What follows belongs to an exercise in optimizing a design on an open flow for small area and a short achievable clock period; a production flow would make more cautious choices. No activity file was given, so power comes from the tool's default toggle rates.

== run A ==
// zic_mmr_ctrl
module zic_mmr_ctrl #(
	parameter int                 NUM_IRQ  = 48,
	parameter zic_pkg::zic_addr_t MMR_BASE = 16'h1000
)
(
	input  logic                zic_clk,
	input  logic                zic_rst,
	input  logic                wdt_reset_i,
	input  zic_pkg::zic_addr_t  zic_mmr_write_addr_i,
	input  zic_pkg::zic_data_t  zic_mmr_write_data_i,
	input  logic                zic_mmr_write_en_i,
	input  zic_pkg::zic_addr_t  zic_mmr_read_addr_i,
	input  logic                zic_mmr_read_en_i,
	input  logic [NUM_IRQ-1:0]  zic_int_pending_i,
	input  logic                zic_int_pending_valid_i,
	input  logic [NUM_IRQ-1:0]  zic_int_enable_i,
	input  logic                zic_int_enable_valid_i,
	output logic [NUM_IRQ-1:0]  zic_int_en_o,
	output zic_pkg::zic_data_t  zic_mmr_read_data_o,
	output logic                zic_mmr_read_valid_o
);
Size: roughly 490 flip-flops, roughly 250 I/O pins, ~22,000 um2 of cells after synthesis.
==> flow/config.mk <==
export PLATFORM = sky130hd
export DESIGN_NAME = zic_mmr_ctrl
export DESIGN_NICKNAME = zic_mmr_ctrl
export VERILOG_FILES = /design/flow/design.v
export SDC_FILE = /design/flow/constraint.sdc
export NUM_CORES = 4
export LEC_CHECK = 0
export CAP_MARGIN = 20
export CORE_MARGIN = 2
export CORE_UTILIZATION = 50
export PLACE_DENSITY = 0.7
export SETUP_SLACK_MARGIN = 2.2
export SLEW_MARGIN = 20
export SYNTH_HIERARCHICAL = 1
export TNS_END_PERCENT = 0
==> flow/constraint.sdc <==
create_clock -name core_clock -period 4.0 [get_ports {zic_clk}]
set_input_delay 0.8000 -clock core_clock [delete_from_list [all_inputs] [get_ports {zic_clk}]]
set_output_delay 0.8000 -clock core_clock [all_outputs]
set_load 0.01 [all_outputs]
standard.sh (not shown) runs the stock make flow with config.mk's settings and CLKGATE_MAP_FILE= SYNTH_SCRIPT=/design/flow/synth_recipe.tcl, a recipe that flattens the netlist after the stock synthesis.
==> flow/flow/run.sh <==
#!/bin/bash
# Standard ORFS layout (the standard.sh) with:
#  - small plain buffers on the ports instead of the delay cell that
#    buffer_ports picks by default;
#  - clock tree built from clkbuf_16 sink clusters, without dummy loads.
set -e
export BUFFER_PORTS_ARGS="-buffer_cell sky130_fd_sc_hd__buf_2"
export CTS_ARGS="-sink_clustering_enable -repair_clock_nets -dont_use_dummy_load -buf_list sky130_fd_sc_hd__clkbuf_16 -sink_clustering_size 25 -sink_clustering_max_diameter 80"
bash standard.sh > standard.log 2>&1
Edits applied to the flow inputs when going from run A to run B:
# run A
export LEC_CHECK = 0
export CAP_MARGIN = 20
export CORE_MARGIN = 2
export CORE_UTILIZATION = 50
export PLACE_DENSITY = 0.7
export SETUP_SLACK_MARGIN = 2.2
export SLEW_MARGIN = 20
export SYNTH_HIERARCHICAL = 1
export TNS_END_PERCENT = 0
create_clock -name core_clock -period 4.0 [get_ports {zic_clk}]
# run B
export LEC_CHECK = 0
export CAP_MARGIN = 20
export CORE_MARGIN = 2
export CORE_UTILIZATION = 60
export PLACE_DENSITY = 0.75
export SETUP_SLACK_MARGIN = 2.2
export SLEW_MARGIN = 20
export SYNTH_HIERARCHICAL = 1
export TNS_END_PERCENT = 0
create_clock -name core_clock -period 4.0 [get_ports {zic_clk}]
--- a/flow/flow/run.sh
+++ b/flow/flow/run.sh
@@ -4,3 +4,5 @@
 #    buffer_ports picks by default;
-#  - clock tree built from clkbuf_16 sink clusters, without dummy loads.
+#  - clock tree built from clkbuf_16 sink clusters, without dummy loads;
+#  - combinational cells reset to drive strength 1 after floorplan
+#    (downsize.tcl), so that timing repair sizes up only what it needs.
 set -e
@@ -8,2 +10,3 @@
 export CTS_ARGS="-sink_clustering_enable -repair_clock_nets -dont_use_dummy_load -buf_list sky130_fd_sc_hd__clkbuf_16 -sink_clustering_size 25 -sink_clustering_max_diameter 80"
+export POST_FLOORPLAN_TCL="$PWD/flow/downsize.tcl"
 bash standard.sh > standard.log 2>&1
==> flow/flow/downsize.tcl (new file) <==
# Start every combinational cell from synthesis at its smallest drive
# strength; the timing repair later in the flow sizes up what paths need.
# Registers, tie cells and tap cells are left as they are.
set n 0
foreach inst [[ord::get_db_block] getInsts] {
  set m [[$inst getMaster] getName]
  if {![regexp {^sky130_fd_sc_hd__(\w+?)_(\d+)$} $m -> fn sz]} { continue }
  if {[regexp {^(df|sdf|edf|sedf|dl|conb|tap|fill|decap|clk)} $fn]} { continue }
  if {$sz eq "0" || $sz eq "1"} { continue }
  set target sky130_fd_sc_hd__${fn}_1
  if {[llength [get_lib_cells -quiet $target]] == 0} { continue }
  replace_cell [$inst getName] $target
  incr n
}
puts "downsize: $n cells set to drive strength 1"
--- outcome ---
Diff run A..run B | post-synthesis cell type count | unchanged
Looking at proportion of power drawn by the clock network, run B sits 1.3 points lower than run A does.
[compare] base=run A new=run B: utilization went up; worst setup slack went down by 0.0033 ns; die area lost 16%; power went down by 1.7%.
Run A -> run B: initial DRC count increased slightly
From run A to run B, sequential cell count did not move at all.
Relative to run A, the count of fill cells added during filler insertion measured on run B has decreased by more than a quarter.
Setup changes, run B to run C
==> flow/flow/run.sh <==
#!/bin/bash
# Standard ORFS layout (the standard.sh) with:
#  - small plain buffers on the ports instead of the delay cell that
#    buffer_ports picks by default;
#  - clock tree built from clkbuf_16 sink clusters, without dummy loads.
set -e
export BUFFER_PORTS_ARGS="-buffer_cell sky130_fd_sc_hd__buf_2"
export CTS_ARGS="-sink_clustering_enable -repair_clock_nets -dont_use_dummy_load -buf_list sky130_fd_sc_hd__clkbuf_16 -sink_clustering_size 25 -sink_clustering_max_diameter 80"
bash standard.sh > standard.log 2>&1
removed: flow/flow/downsize.tcl
==> run summary <==
In the tables for run C and run B, required time at the endpoint of the critical path reads higher with run C. Wire length, run C vs run B: up by a few percent. Compared with run B, run C shows a wire length of the first global-routing pass that is about 1.7% higher. Looking at run C and run B, the die footprint is a wash. The final sequential cell count was comparable across run C and run B. Delta (run C minus run B): detailed-route via count comparable; count of clock-buffer cells in the layout picked up an extra about 4%.
Function was not checked in any run of this note: the RTL went through the layout flow alone.

========
zic_mmr_ctrl, a different RTL version from the one above (not shown whole).
Size: roughly 1900 cells after synthesis, about 250 I/O pins, ~0.023 mm2 of cells after synthesis.
clock: 4.0 ns
lec_check: 0
cap_margin: 20
core_margin: 2
core_utilization: 60
place_density: 0.75
setup_slack_margin: 2.6
slew_margin: 20
synth_hierarchical: 1
tns_end_percent: 0
==> flow/flow/run.sh <==
#!/bin/bash
# Standard ORFS layout (the standard.sh) with:
#  - small plain buffers on the ports instead of the delay cell that
#    buffer_ports picks by default;
#  - clock tree built from clkbuf_16 sink clusters, without dummy loads;
#  - combinational cells reset to drive strength 1 after floorplan
#    (downsize.tcl), so that timing repair sizes up only what it needs;
#  - one more worst-path setup repair after global routing (post_grt.tcl).
set -e
export BUFFER_PORTS_ARGS="-buffer_cell sky130_fd_sc_hd__buf_2"
export CTS_ARGS="-sink_clustering_enable -repair_clock_nets -dont_use_dummy_load -buf_list sky130_fd_sc_hd__clkbuf_16 -sink_clustering_size 25 -sink_clustering_max_diameter 80"
export POST_FLOORPLAN_TCL="$PWD/flow/downsize.tcl"
export POST_GLOBAL_ROUTE_TCL="$PWD/flow/post_grt.tcl"
bash standard.sh > standard.log 2>&1
==> flow/flow/downsize.tcl <==
# Start every combinational cell from synthesis at its smallest drive
# strength; the timing repair later in the flow sizes up what paths need.
# Registers, tie cells and tap cells are left as they are.
set n 0
foreach inst [[ord::get_db_block] getInsts] {
  set m [[$inst getMaster] getName]
  if {![regexp {^sky130_fd_sc_hd__(\w+?)_(\d+)$} $m -> fn sz]} { continue }
  if {[regexp {^(df|sdf|edf|sedf|dl|conb|tap|fill|decap|clk)} $fn]} { continue }
  if {$sz eq "0" || $sz eq "1"} { continue }
  set target sky130_fd_sc_hd__${fn}_1
  if {[llength [get_lib_cells -quiet $target]] == 0} { continue }
  replace_cell [$inst getName] $target
  incr n
}
puts "downsize: $n cells set to drive strength 1"
==> flow/flow/post_grt.tcl <==
# After global routing: one more setup repair, on the worst path only,
# with global-route parasitics, then re-legalise and re-route the nets
# it touched (as global_route.tcl does after its own repairs).
estimate_parasitics -global_routing
repair_timing -setup -setup_margin 3.0 -repair_tns 0 -max_passes 50 -verbose
global_route -start_incremental
detailed_placement
global_route -end_incremental
estimate_parasitics -global_routing
The first run produced a clean layout.
Rerun with:
==> flow/flow/post_grt.tcl (replaced) <==
# After global routing: more setup repair on the worst path, with
# global-route parasitics, in a few rounds; after each round re-legalise
# and re-route the nets it touched (as global_route.tcl does after its own
# repairs), so the next round sees the updated routes.
for {set round 0} {$round < 4} {incr round} {
  estimate_parasitics -global_routing
  repair_timing -setup -setup_margin 3.0 -repair_tns 0 -max_passes 50 -verbose
  global_route -start_incremental
  detailed_placement
  global_route -end_incremental
}
estimate_parasitics -global_routing
- The new run passed the timing, design-rule and antenna checks
- fmax stays the same
- synthesized area is unchanged
- power stays the same
- combinational power is about the same
- cell area is unchanged
Rerun with:
--- a/flow/flow/run.sh
+++ b/flow/flow/run.sh
@@ -7,2 +7,4 @@
 #    (downsize.tcl), so that timing repair sizes up only what it needs;
+#  - buf_1 port buffers on the slack-rich hardware load vector inputs
+#    (post_gp.tcl);
 #  - one more worst-path setup repair after global routing (post_grt.tcl).
@@ -12,2 +14,3 @@
 export POST_FLOORPLAN_TCL="$PWD/flow/downsize.tcl"
+export POST_GLOBAL_PLACE_TCL="$PWD/flow/post_gp.tcl"
 export POST_GLOBAL_ROUTE_TCL="$PWD/flow/post_grt.tcl"
==> flow/flow/post_gp.tcl (new file) <==
# The hardware load vectors (zic_int_pending_i, zic_int_enable_i) feed one
# mux input each and have several ns of slack: give their port buffers
# the smallest plain buffer instead of buf_2.
set n 0
foreach bt [[ord::get_db_block] getBTerms] {
  if {![string match "zic_int_pending_i*" [$bt getName]] && ![string match "zic_int_enable_i*" [$bt getName]]} { continue }
  set net [$bt getNet]
  if {$net eq "NULL"} { continue }
  foreach it [$net getITerms] {
    set inst [$it getInst]
    if {[[$inst getMaster] getName] eq "sky130_fd_sc_hd__buf_2"} {
      replace_cell [$inst getName] sky130_fd_sc_hd__buf_1
      incr n
    }
  }
}
puts "post_gp: $n port buffers set to buf_1"
==> flow/flow/post_grt.tcl (replaced) <==
# After global routing: one more setup repair, on the worst path only,
# with global-route parasitics, then re-legalise and re-route the nets
# it touched (as global_route.tcl does after its own repairs).
estimate_parasitics -global_routing
repair_timing -setup -setup_margin 3.0 -repair_tns 0 -max_passes 50 -verbose
global_route -start_incremental
detailed_placement
global_route -end_incremental
estimate_parasitics -global_routing
The changed run finished clean.
Sequential share of layout area goes up by 0.50 points.
Wire length came out lower slightly.
Global-route usage drops by 0.78 points.
Cell area shrinks slightly.
Worst hold slack improves by 16 ps.
Register-to-register slack improves by 50 ps.
Maximum frequency came out higher by a few percent.
Rerun with:
--- a/flow/flow/run.sh
+++ b/flow/flow/run.sh
@@ -7,5 +7,4 @@
 #    (downsize.tcl), so that timing repair sizes up only what it needs;
-#  - buf_1 port buffers on the slack-rich hardware load vector inputs
-#    (post_gp.tcl);
 #  - one more worst-path setup repair after global routing (post_grt.tcl).
+#  - resistance-aware global routing.
 set -e
@@ -14,4 +13,4 @@
 export POST_FLOORPLAN_TCL="$PWD/flow/downsize.tcl"
-export POST_GLOBAL_PLACE_TCL="$PWD/flow/post_gp.tcl"
 export POST_GLOBAL_ROUTE_TCL="$PWD/flow/post_grt.tcl"
+export ENABLE_RESISTANCE_AWARE=1
 bash standard.sh > standard.log 2>&1
removed: flow/flow/post_gp.tcl
- The changed run went through all stages and came out clean
- synthesized area stays the same
- count of clock-buffer cells in the layout stays the same
- setup slack loses 97 ps
- wire length went up slightly
- hold slack gets worse by 23 ps
- cell count goes up slightly
- total power grows slightly
- global-route usage increases by 0.75 points
- combinational power came out higher by a few percent
- utilization goes up by 0.89 points
- clock power is about the same
Function was not checked in any run of this note: the RTL went through the layout flow alone.

## static timing again, ports no longer ideal
How much do the figures lean on ideal ports? The routed layouts below were timed once more, with nothing changed but the port constraints.
Step 1: set_driving_cell puts a clkbuf_16 on zic_clk and a buf_2 on each other input, an assumption about the parent block.
Step 2 also shifts input and output timing later by t, the mid clock arrival at the registers, as if the neighbouring blocks saw the same clock.
Slacks: ideal ports / drivers / drivers and shift; pairs: ideal ports / drivers.
run	t (ns)	setup WS [ns]	worst hold slack (ns)	worst setup path after step 2	slew at the worst register clock pin (ns)
run A	0.626	1.564 / 1.556 / 0.930	0.270 / 0.261 / 0.499	input to register	0.10 / 0.10
run B	0.605	1.561 / 1.550 / 0.945	0.287 / 0.282 / 0.501	input to register	0.10 / 0.10
run C	0.627	1.627 / 1.602 / 0.975	0.272 / 0.263 / 0.502	input to register	0.10 / 0.10
the first run of note 2	0.623	1.855 / 1.804 / 1.181	0.168 / 0.163 / 0.504	input to register	0.10 / 0.10
the second run of note 2	0.623	1.855 / 1.804 / 1.181	0.168 / 0.163 / 0.504	input to register	0.10 / 0.10
the third run of note 2	0.613	1.938 / 1.925 / 1.312	0.184 / 0.180 / 0.501	input to register	0.10 / 0.10
the fourth run of note 2	0.623	1.841 / 1.776 / 1.152	0.161 / 0.158 / 0.505	input to register	0.10 / 0.10
After both steps every run listed still meets setup and hold. The setup slack of the fourth run of note 2, which loses most, moves by -0.065 ns with the drivers and by -0.689 ns with both steps.
